Context: an optimization exercise on an open-source flow, tuned for small area and a short achievable clock period. The choices shown serve that exercise and are no tape-out recipe.
At most, simulation tests tie the RTL to the original design; equivalence was not proved.
No activity file was given, so power comes from the tool's default toggle rates.

==> inputs of build 62 <==
Design executeStage, start of the top module:
module executeStage (
    input  logic                         clk_i,
    input  logic                         rst_n_i,
    input  logic                         stall_i,
    input  logic                         bubble_i,
    input  logic [3:0]                   icode_i,
    input  logic [3:0]                   ifun_i,
    input  logic [2:0]                   stat_i,
    input  logic [y86Pkg::WORD_W-1:0]    valA_i,
    input  logic [y86Pkg::WORD_W-1:0]    valB_i,
    input  logic [y86Pkg::WORD_W-1:0]    valC_i,
    input  logic [3:0]                   dstE_i,
    input  logic [3:0]                   dstM_i,
    input  logic [3:0]                   srcA_i,      
    input  logic [3:0]                   srcB_i,
    output logic [3:0]                   icode_o,
    output logic [2:0]                   stat_o,
    output logic [y86Pkg::WORD_W-1:0]    valE_o,
    output logic [y86Pkg::WORD_W-1:0]    valA_o,
    output logic [3:0]                   dstE_o,
    output logic [3:0]                   dstM_o,
    output logic                         cnd_o
);
==> flow/config.mk <==
export PLATFORM = sky130hd
export DESIGN_NAME = executeStage
export DESIGN_NICKNAME = executeStage
export VERILOG_FILES = /design/flow/design.v
export SDC_FILE = /design/flow/constraint.sdc
export NUM_CORES = 4
export LEC_CHECK = 0
export ABC_AREA = 1
export CAP_MARGIN = 20
export CORE_MARGIN = 2
export CORE_UTILIZATION = 40
export SLEW_MARGIN = 20
==> flow/constraint.sdc <==
create_clock -name core_clock -period 7.2 [get_ports {clk_i}]
set_input_delay 1.4400 -clock core_clock [delete_from_list [all_inputs] [get_ports {clk_i}]]
set_output_delay 1.4400 -clock core_clock [all_outputs]
set_load 0.01 [all_outputs]
standard.sh (not shown) runs the stock make flow with config.mk's settings and CLKGATE_MAP_FILE= SYNTH_SCRIPT=/design/flow/synth_recipe.tcl, a recipe that flattens the netlist after the stock synthesis.
==> flow/flow/run.sh <==
#!/bin/bash
set -euo pipefail
export BUFFER_PORTS_ARGS="-buffer_cell sky130_fd_sc_hd__buf_1"
export CTS_BUF_LIST="sky130_fd_sc_hd__clkbuf_8 sky130_fd_sc_hd__clkbuf_16"
export CTS_CLUSTER_SIZE=24
export CTS_CLUSTER_DIAMETER=100
export SETUP_SLACK_MARGIN=4.7
bash standard.sh finish > make_finish.log 2>&1
==> inputs of trial 26, as changes to build 62 <==
--- a/flow/design.v
+++ b/flow/design.v
@@ -54,80 +54,89 @@
     input  logic [y86Pkg::WORD_W-1:0]    valB_i,
     input  logic [y86Pkg::WORD_W-1:0]    valC_i,
     input  logic [3:0]                   dstE_i,
     input  logic [3:0]                   dstM_i,
     output logic                         bubble_o,
     output logic [3:0]                   icode_o,
     output logic [2:0]                   cfun_o,      
-    output logic                         setCc_o,
     output logic [2:0]                   stat_o,
     output logic [y86Pkg::WORD_W-1:0]    valA_o,
     output logic [y86Pkg::WORD_W-1:1]    opX_o,
     output logic [y86Pkg::WORD_W-1:1]    opY_o,
     output logic                         sum0_o,      
     output logic                         carry1_o,    
     output logic                         noCarry_o,
+    output logic                         zeroE_o,     
     output logic [3:0]                   dstE_o,
     output logic [3:0]                   dstM_o
 );
     localparam int W = y86Pkg::WORD_W;
     logic kill;
     logic load;
     assign kill = !rst_n_i || bubble_i;
     assign load = !rst_n_i || !stall_i;
-    logic isOpq, isCmov, isIrmov, isMem, isPush, isPop, isJxx;
+    logic isOpq, isCmov, isJxx;
     assign isOpq   = (icode_i == y86Pkg::OPQ);
     assign isCmov  = (icode_i == y86Pkg::CMOVXX);
-    assign isIrmov = (icode_i == y86Pkg::IRMOVQ);
-    assign isMem   = (icode_i == y86Pkg::RMMOVQ) || (icode_i == y86Pkg::MRMOVQ);
-    assign isPush  = (icode_i == y86Pkg::CALL)   || (icode_i == y86Pkg::PUSHQ);
-    assign isPop   = (icode_i == y86Pkg::RET)    || (icode_i == y86Pkg::POPQ);
     assign isJxx   = (icode_i == y86Pkg::JXX);
-    logic opAdd, opSub, opAnd, opXor;
-    assign opAdd = isOpq && (ifun_i == 4'h0);
-    assign opSub = isOpq && (ifun_i == 4'h1);
-    assign opAnd = isOpq && (ifun_i == 4'h2);
-    assign opXor = isOpq && (ifun_i == 4'h3);
+    logic opNone;
+    assign opNone = isOpq && (ifun_i[3:2] != 2'b00);
+    logic zeroE;
+    assign zeroE = (icode_i == y86Pkg::HALT) || (icode_i == y86Pkg::NOP) || isJxx ||
+                   (icode_i[3:2] == 2'b11) || opNone;
+    logic i3, i2, i1, i0, f1, f0;
+    assign {i3, i2, i1, i0} = icode_i;
+    assign {f1, f0}         = ifun_i[1:0];
+    logic opqC, cmovC, irmovC, memC;
+    assign opqC   = !i3 && i2 && i1;               
+    assign cmovC  = !i3 && !i2 && i1 && !i0;       
+    assign irmovC = !i3 && !i2 && i1 && i0;        
+    assign memC   = !i3 && i2 && !i1;              
     logic xB;
-    assign xB = opAdd || opSub || opAnd || opXor || isMem || isPush || isPop;
+    assign xB = i3 || i2;                          
     logic yA, yNA, yNAB, yC, yM8, yP8;
-    assign yA   = opAdd || opXor || isCmov;
-    assign yNA  = opSub;
-    assign yNAB = opAnd;
-    assign yC   = isIrmov || isMem;
-    assign yM8  = isPush;
-    assign yP8  = isPop;
+    assign yA   = cmovC || (opqC && (f1 == f0));  
+    assign yNA  = opqC && !f1 && f0;               
+    assign yNAB = opqC && f1 && !f0;               
+    assign yC   = irmovC || memC;
+    assign yM8  = i3 && !i0;                       
+    assign yP8  = i3 && i0;                        
     logic [W-1:0] xNext, yNext;
     assign xNext = {W{xB}} & valB_i;
     assign yNext = ({W{yA}}   & valA_i)
                  | ({W{yNA}}  & ~valA_i)
                  | ({W{yNAB}} & (~valA_i & valB_i))
                  | ({W{yC}}   & valC_i)
                  | ({W{yM8}}  & (-y86Pkg::STACK_STEP))
                  | ({W{yP8}}  & y86Pkg::STACK_STEP);
     logic sum0Next, carry1Next;
-    assign sum0Next   = xNext[0] ^ (yNA ? valA_i[0] : yNext[0]);
-    assign carry1Next = yNA ? (valB_i[0] | ~valA_i[0]) : (xNext[0] & yNext[0]);
+    assign sum0Next   = (opqC && (yNAB ? (valA_i[0] & valB_i[0]) : (valA_i[0] ^ valB_i[0])))
+                      | (cmovC && valA_i[0])
+                      | (irmovC && valC_i[0])
+                      | (memC && (valB_i[0] ^ valC_i[0]))
+                      | (i3 && valB_i[0]);
+    assign carry1Next = (opqC && !f1 && (f0 ? (valB_i[0] | ~valA_i[0]) : (valA_i[0] & valB_i[0])))
+                      | (memC && valB_i[0] && valC_i[0]);
     logic [2:0] cfunNext;
     assign cfunNext = ((isJxx || isCmov) && (ifun_i < 4'd7)) ? ifun_i[2:0] : 3'd7;
     always_ff @(posedge clk_i) begin
         if (load) begin
             bubble_o <= kill;
-            setCc_o  <= !kill && isOpq;
             icode_o  <= icode_i;
             stat_o   <= stat_i;
             dstE_o   <= dstE_i;
             dstM_o   <= dstM_i;
             valA_o   <= valA_i;
             cfun_o   <= cfunNext;
             opX_o    <= xNext[W-1:1];
             opY_o    <= yNext[W-1:1];
             sum0_o   <= sum0Next;
             carry1_o <= carry1Next;
-            noCarry_o <= opAnd || opXor;
+            noCarry_o <= isOpq && (ifun_i[3:1] != 3'b000);    
+            zeroE_o   <= zeroE;
         end
     end
 endmodule
 `timescale 1ns/1ps
 module aluUnit (
     input  logic [y86Pkg::WORD_W-1:1]    opX_i,
     input  logic [y86Pkg::WORD_W-1:1]    opY_i,
@@ -500,14 +509,15 @@
 endmodule
 `timescale 1ns/1ps
 module memoryRegister (
     input  logic                         clk_i,
     input  logic                         rst_n_i,
     input  logic                         stall_i,
     input  logic                         bubble_i,    
+    input  logic                         zeroE_i,     
     input  logic [3:0]                   icode_i,
     input  logic [2:0]                   stat_i,
     input  logic [y86Pkg::WORD_W-1:0]    valE_i,
     input  logic [y86Pkg::WORD_W-1:0]    valA_i,
     input  logic [3:0]                   dstE_i,
     input  logic [3:0]                   dstM_i,
     input  logic                         cnd_i,
@@ -529,15 +539,15 @@
             valA_o  <= '0;
             dstE_o  <= y86Pkg::REG_NONE;
             dstM_o  <= y86Pkg::REG_NONE;
             cnd_o   <= 1'b0;
         end else begin
             icode_o <= icode_i;
             stat_o  <= stat_i;
-            valE_o  <= valE_i;
+            valE_o  <= zeroE_i ? '0 : valE_i;
             valA_o  <= valA_i;
             dstE_o  <= dstESel;
             dstM_o  <= dstM_i;
             cnd_o   <= cnd_i;
         end
     end
 endmodule
@@ -572,40 +582,43 @@
     logic [2:0]                eStat;
     logic [y86Pkg::WORD_W-1:0] eValA;
     logic [y86Pkg::WORD_W-1:1] eOpX;
     logic [y86Pkg::WORD_W-1:1] eOpY;
     logic                      eSum0;
     logic                      eCarry1;
     logic                      eNoCarry;
+    assign eSetCc = (eIcode == y86Pkg::OPQ) && !eBubble;
+    logic                      eZeroE;
     logic [3:0]                eDstE;
     logic [3:0]                eDstM;
     logic [y86Pkg::WORD_W-1:0] aluValE;
     logic                      eCnd;
     executeRegister u_executeRegister (
         .clk_i   (clk_i),   .rst_n_i (rst_n_i), .stall_i (stall_i), .bubble_i (bubble_i),
         .icode_i (icode_i), .ifun_i  (ifun_i),  .stat_i  (stat_i),
         .valA_i  (valA_i),  .valB_i  (valB_i),  .valC_i  (valC_i),
         .dstE_i  (dstE_i),  .dstM_i  (dstM_i),
         .bubble_o (eBubble),
-        .icode_o (eIcode),  .cfun_o  (eCfun),   .setCc_o (eSetCc), .stat_o (eStat),
+        .icode_o (eIcode),  .cfun_o  (eCfun),   .stat_o (eStat),
         .valA_o  (eValA),   .opX_o   (eOpX),    .opY_o   (eOpY),   .sum0_o (eSum0), .carry1_o (eCarry1),
-        .noCarry_o (eNoCarry),
+        .noCarry_o (eNoCarry), .zeroE_o (eZeroE),
         .dstE_o  (eDstE),   .dstM_o  (eDstM)
     );
     aluUnit u_aluUnit (
         .opX_i  (eOpX),    .opY_i   (eOpY),    .sum0_i (eSum0), .carry1_i (eCarry1), .noCarry_i (eNoCarry),
         .valE_o (aluValE)
     );
     condUnit u_condUnit (
         .clk_i   (clk_i),  .rst_n_i (rst_n_i), .stall_i (stall_i),
         .setCc_i (eSetCc), .xSign_i (eOpX[y86Pkg::WORD_W-1]), .ySign_i (eOpY[y86Pkg::WORD_W-1]),
         .noCarry_i (eNoCarry),
         .mValE_i (valE_o), .cfun_i (eCfun), .cnd_o (eCnd)
     );
     memoryRegister u_memoryRegister (
         .clk_i   (clk_i),   .rst_n_i (rst_n_i), .stall_i (stall_i), .bubble_i (eBubble),
+        .zeroE_i (eZeroE),
         .icode_i (eIcode),  .stat_i  (eStat),   .valE_i  (aluValE), .valA_i (eValA),
         .dstE_i  (eDstE),   .dstM_i  (eDstM),   .cnd_i   (eCnd),
         .icode_o (icode_o), .stat_o  (stat_o),  .valE_o  (valE_o),  .valA_o (valA_o),
         .dstE_o  (dstE_o),  .dstM_o  (dstM_o),  .cnd_o   (cnd_o)
     );
 endmodule
==> flow/flow/run.sh (replaced) <==
#!/bin/bash
set -euo pipefail
export BUFFER_PORTS_ARGS="-buffer_cell sky130_fd_sc_hd__buf_1"
export CTS_BUF_LIST="sky130_fd_sc_hd__clkbuf_8 sky130_fd_sc_hd__clkbuf_16"
export CTS_CLUSTER_SIZE=24
export CTS_CLUSTER_DIAMETER=100
export SETUP_SLACK_MARGIN=4.65
bash standard.sh finish > make_finish.log 2>&1
==> inputs of trial 69, as changes to build 62 <==
--- a/flow/design.v
+++ b/flow/design.v
@@ -54,22 +54,22 @@
     input  logic [y86Pkg::WORD_W-1:0]    valB_i,
     input  logic [y86Pkg::WORD_W-1:0]    valC_i,
     input  logic [3:0]                   dstE_i,
     input  logic [3:0]                   dstM_i,
     output logic                         bubble_o,
     output logic [3:0]                   icode_o,
     output logic [2:0]                   cfun_o,      
-    output logic                         setCc_o,
     output logic [2:0]                   stat_o,
     output logic [y86Pkg::WORD_W-1:0]    valA_o,
     output logic [y86Pkg::WORD_W-1:1]    opX_o,
     output logic [y86Pkg::WORD_W-1:1]    opY_o,
     output logic                         sum0_o,      
     output logic                         carry1_o,    
     output logic                         noCarry_o,
+    output logic                         zeroE_o,     
     output logic [3:0]                   dstE_o,
     output logic [3:0]                   dstM_o
 );
     localparam int W = y86Pkg::WORD_W;
     logic kill;
     logic load;
     assign kill = !rst_n_i || bubble_i;
@@ -84,15 +84,17 @@
     assign isJxx   = (icode_i == y86Pkg::JXX);
     logic opAdd, opSub, opAnd, opXor;
     assign opAdd = isOpq && (ifun_i == 4'h0);
     assign opSub = isOpq && (ifun_i == 4'h1);
     assign opAnd = isOpq && (ifun_i == 4'h2);
     assign opXor = isOpq && (ifun_i == 4'h3);
     logic xB;
-    assign xB = opAdd || opSub || opAnd || opXor || isMem || isPush || isPop;
+    assign xB = isOpq || isMem || isPush || isPop;
+    logic opNone;
+    assign opNone = isOpq && (ifun_i[3:2] != 2'b00);
     logic yA, yNA, yNAB, yC, yM8, yP8;
     assign yA   = opAdd || opXor || isCmov;
     assign yNA  = opSub;
     assign yNAB = opAnd;
     assign yC   = isIrmov || isMem;
     assign yM8  = isPush;
     assign yP8  = isPop;
@@ -101,33 +103,40 @@
     assign yNext = ({W{yA}}   & valA_i)
                  | ({W{yNA}}  & ~valA_i)
                  | ({W{yNAB}} & (~valA_i & valB_i))
                  | ({W{yC}}   & valC_i)
                  | ({W{yM8}}  & (-y86Pkg::STACK_STEP))
                  | ({W{yP8}}  & y86Pkg::STACK_STEP);
     logic sum0Next, carry1Next;
-    assign sum0Next   = xNext[0] ^ (yNA ? valA_i[0] : yNext[0]);
-    assign carry1Next = yNA ? (valB_i[0] | ~valA_i[0]) : (xNext[0] & yNext[0]);
+    assign sum0Next   = ((opAdd || opSub || opXor) && (valA_i[0] ^ valB_i[0]))
+                      | (opAnd && (valA_i[0] & valB_i[0]))
+                      | (isCmov && valA_i[0])
+                      | (isIrmov && valC_i[0])
+                      | (isMem && (valB_i[0] ^ valC_i[0]))
+                      | ((isPush || isPop) && valB_i[0]);
+    assign carry1Next = (opAdd && (valA_i[0] & valB_i[0]))
+                      | (opSub && (valB_i[0] | ~valA_i[0]))
+                      | (isMem && (valB_i[0] & valC_i[0]));
     logic [2:0] cfunNext;
     assign cfunNext = ((isJxx || isCmov) && (ifun_i < 4'd7)) ? ifun_i[2:0] : 3'd7;
     always_ff @(posedge clk_i) begin
         if (load) begin
             bubble_o <= kill;
-            setCc_o  <= !kill && isOpq;
             icode_o  <= icode_i;
             stat_o   <= stat_i;
             dstE_o   <= dstE_i;
             dstM_o   <= dstM_i;
             valA_o   <= valA_i;
             cfun_o   <= cfunNext;
             opX_o    <= xNext[W-1:1];
             opY_o    <= yNext[W-1:1];
             sum0_o   <= sum0Next;
             carry1_o <= carry1Next;
-            noCarry_o <= opAnd || opXor;
+            noCarry_o <= opAnd || opXor || opNone;
+            zeroE_o   <= opNone;
         end
     end
 endmodule
 `timescale 1ns/1ps
 module aluUnit (
     input  logic [y86Pkg::WORD_W-1:1]    opX_i,
     input  logic [y86Pkg::WORD_W-1:1]    opY_i,
@@ -500,14 +509,15 @@
 endmodule
 `timescale 1ns/1ps
 module memoryRegister (
     input  logic                         clk_i,
     input  logic                         rst_n_i,
     input  logic                         stall_i,
     input  logic                         bubble_i,    
+    input  logic                         zeroE_i,     
     input  logic [3:0]                   icode_i,
     input  logic [2:0]                   stat_i,
     input  logic [y86Pkg::WORD_W-1:0]    valE_i,
     input  logic [y86Pkg::WORD_W-1:0]    valA_i,
     input  logic [3:0]                   dstE_i,
     input  logic [3:0]                   dstM_i,
     input  logic                         cnd_i,
@@ -529,15 +539,15 @@
             valA_o  <= '0;
             dstE_o  <= y86Pkg::REG_NONE;
             dstM_o  <= y86Pkg::REG_NONE;
             cnd_o   <= 1'b0;
         end else begin
             icode_o <= icode_i;
             stat_o  <= stat_i;
-            valE_o  <= valE_i;
+            valE_o  <= zeroE_i ? '0 : valE_i;
             valA_o  <= valA_i;
             dstE_o  <= dstESel;
             dstM_o  <= dstM_i;
             cnd_o   <= cnd_i;
         end
     end
 endmodule
@@ -572,40 +582,43 @@
     logic [2:0]                eStat;
     logic [y86Pkg::WORD_W-1:0] eValA;
     logic [y86Pkg::WORD_W-1:1] eOpX;
     logic [y86Pkg::WORD_W-1:1] eOpY;
     logic                      eSum0;
     logic                      eCarry1;
     logic                      eNoCarry;
+    assign eSetCc = (eIcode == y86Pkg::OPQ) && !eBubble;
+    logic                      eZeroE;
     logic [3:0]                eDstE;
     logic [3:0]                eDstM;
     logic [y86Pkg::WORD_W-1:0] aluValE;
     logic                      eCnd;
     executeRegister u_executeRegister (
         .clk_i   (clk_i),   .rst_n_i (rst_n_i), .stall_i (stall_i), .bubble_i (bubble_i),
         .icode_i (icode_i), .ifun_i  (ifun_i),  .stat_i  (stat_i),
         .valA_i  (valA_i),  .valB_i  (valB_i),  .valC_i  (valC_i),
         .dstE_i  (dstE_i),  .dstM_i  (dstM_i),
         .bubble_o (eBubble),
-        .icode_o (eIcode),  .cfun_o  (eCfun),   .setCc_o (eSetCc), .stat_o (eStat),
+        .icode_o (eIcode),  .cfun_o  (eCfun),   .stat_o (eStat),
         .valA_o  (eValA),   .opX_o   (eOpX),    .opY_o   (eOpY),   .sum0_o (eSum0), .carry1_o (eCarry1),
-        .noCarry_o (eNoCarry),
+        .noCarry_o (eNoCarry), .zeroE_o (eZeroE),
         .dstE_o  (eDstE),   .dstM_o  (eDstM)
     );
     aluUnit u_aluUnit (
         .opX_i  (eOpX),    .opY_i   (eOpY),    .sum0_i (eSum0), .carry1_i (eCarry1), .noCarry_i (eNoCarry),
         .valE_o (aluValE)
     );
     condUnit u_condUnit (
         .clk_i   (clk_i),  .rst_n_i (rst_n_i), .stall_i (stall_i),
         .setCc_i (eSetCc), .xSign_i (eOpX[y86Pkg::WORD_W-1]), .ySign_i (eOpY[y86Pkg::WORD_W-1]),
         .noCarry_i (eNoCarry),
         .mValE_i (valE_o), .cfun_i (eCfun), .cnd_o (eCnd)
     );
     memoryRegister u_memoryRegister (
         .clk_i   (clk_i),   .rst_n_i (rst_n_i), .stall_i (stall_i), .bubble_i (eBubble),
+        .zeroE_i (eZeroE),
         .icode_i (eIcode),  .stat_i  (eStat),   .valE_i  (aluValE), .valA_i (eValA),
         .dstE_i  (eDstE),   .dstM_i  (eDstM),   .cnd_i   (eCnd),
         .icode_o (icode_o), .stat_o  (stat_o),  .valE_o  (valE_o),  .valA_o (valA_o),
         .dstE_o  (dstE_o),  .dstM_o  (dstM_o),  .cnd_o   (cnd_o)
     );
 endmodule
==> flow/flow/run.sh (replaced) <==
#!/bin/bash
set -euo pipefail
export BUFFER_PORTS_ARGS="-buffer_cell sky130_fd_sc_hd__buf_1"
export CTS_BUF_LIST="sky130_fd_sc_hd__clkbuf_8 sky130_fd_sc_hd__clkbuf_16"
export CTS_CLUSTER_SIZE=24
export CTS_CLUSTER_DIAMETER=100
export SETUP_SLACK_MARGIN=4.65
bash standard.sh finish > make_finish.log 2>&1
Settings changed: CORE_UTILIZATION 40 to 50.
==> qor summary <==
item	trial 69	build 62	trial 26
Estimated wirelength of the detail-placed design	27.3 mm	28.8 mm	29.3 mm
Worst r2r dst	u_memoryRegister.valE_o[63]	u_memoryRegister.valE_o[63]	u_memoryRegister.valE_o[53]
Number of tap cells inserted	402	518	518
Clock share of power	26.7%	26.3%	26.2%
Later-pin clock latency in the skew report	0.53 ns	0.55 ns	0.55 ns
Detailed route wirelength on metal3	3.40 mm	2.72 mm	3.87 mm
Final Instance Count excl. Fillers	2469	2581	2600
Run status	finished clean	finished clean	finished clean
Cell seen most often among critical-path stages	-	nand2_4	buf_4
Via count of the first global-routing pass	12116	12374	12146
Final worst path period need	2.57 ns	2.54 ns	2.54 ns
Die extent in x	182 um	202 um	203 um
GR Layer Usage met2	42.6%	39.0%	37.7%
Synth Area in Compound Gates	12.7%	9.62%	10.7%
Sequential cell fraction of total power	56.2%	54.9%	53.4%
Number of buffers and inverters on the critical path	4	0	3
Comb. pwr	0.000735 W	0.000835 W	0.000931 W
Internal reg-to-reg setup slack	4.73 ns	4.66 ns	4.71 ns
Die Area	0.0333 sq mm	0.0408 sq mm	0.0413 sq mm
Average detailed-routed wire length per instance	18.1 um	18.2 um	19.6 um
Global-route wire length before repair	63.8 mm	69.9 mm	71.7 mm
Most frequent standard cell in the layout excluding fill and tap cells	buf_1	nand2_1	buf_1
Cell Pwr Density	222 mW/mm^2	219 mW/mm^2	228 mW/mm^2
Internal cell power	0.00314 W	0.00319 W	0.00325 W
Only the layout flow was run in build 62 and trial 26; the RTL was not checked for function there.

[re-timing with driven ports]
How much do the figures lean on ideal ports? The routed layouts below were timed once more, with nothing changed but the port constraints. Step 1 sets driving cells, clkbuf_16 on the clock port and buf_2 on the other inputs (assumed; they add their load-dependent delay and slew). Step 2 also shifts input and output timing later by t, the mid clock arrival at the registers, as if the neighbouring blocks saw the same clock. a / b / c = no drivers / after step 1 / after step 2; a / b = the first two.
| run | shift t [ns] | setup WS [ns] | worst setup path at the end | cell pins on the clock port's net |
|---|---|---|---|---|
| build 62 | 0.581 | 4.660 / 4.657 / 4.085 | input to register | 1 |
| trial 26 | 0.582 | 4.664 / 4.639 / 4.089 | input to register | 1 |
| trial 69 | 0.570 | 4.630 / 4.631 / 4.091 | input to register | 1 |
After both steps every run listed still meets setup and hold.
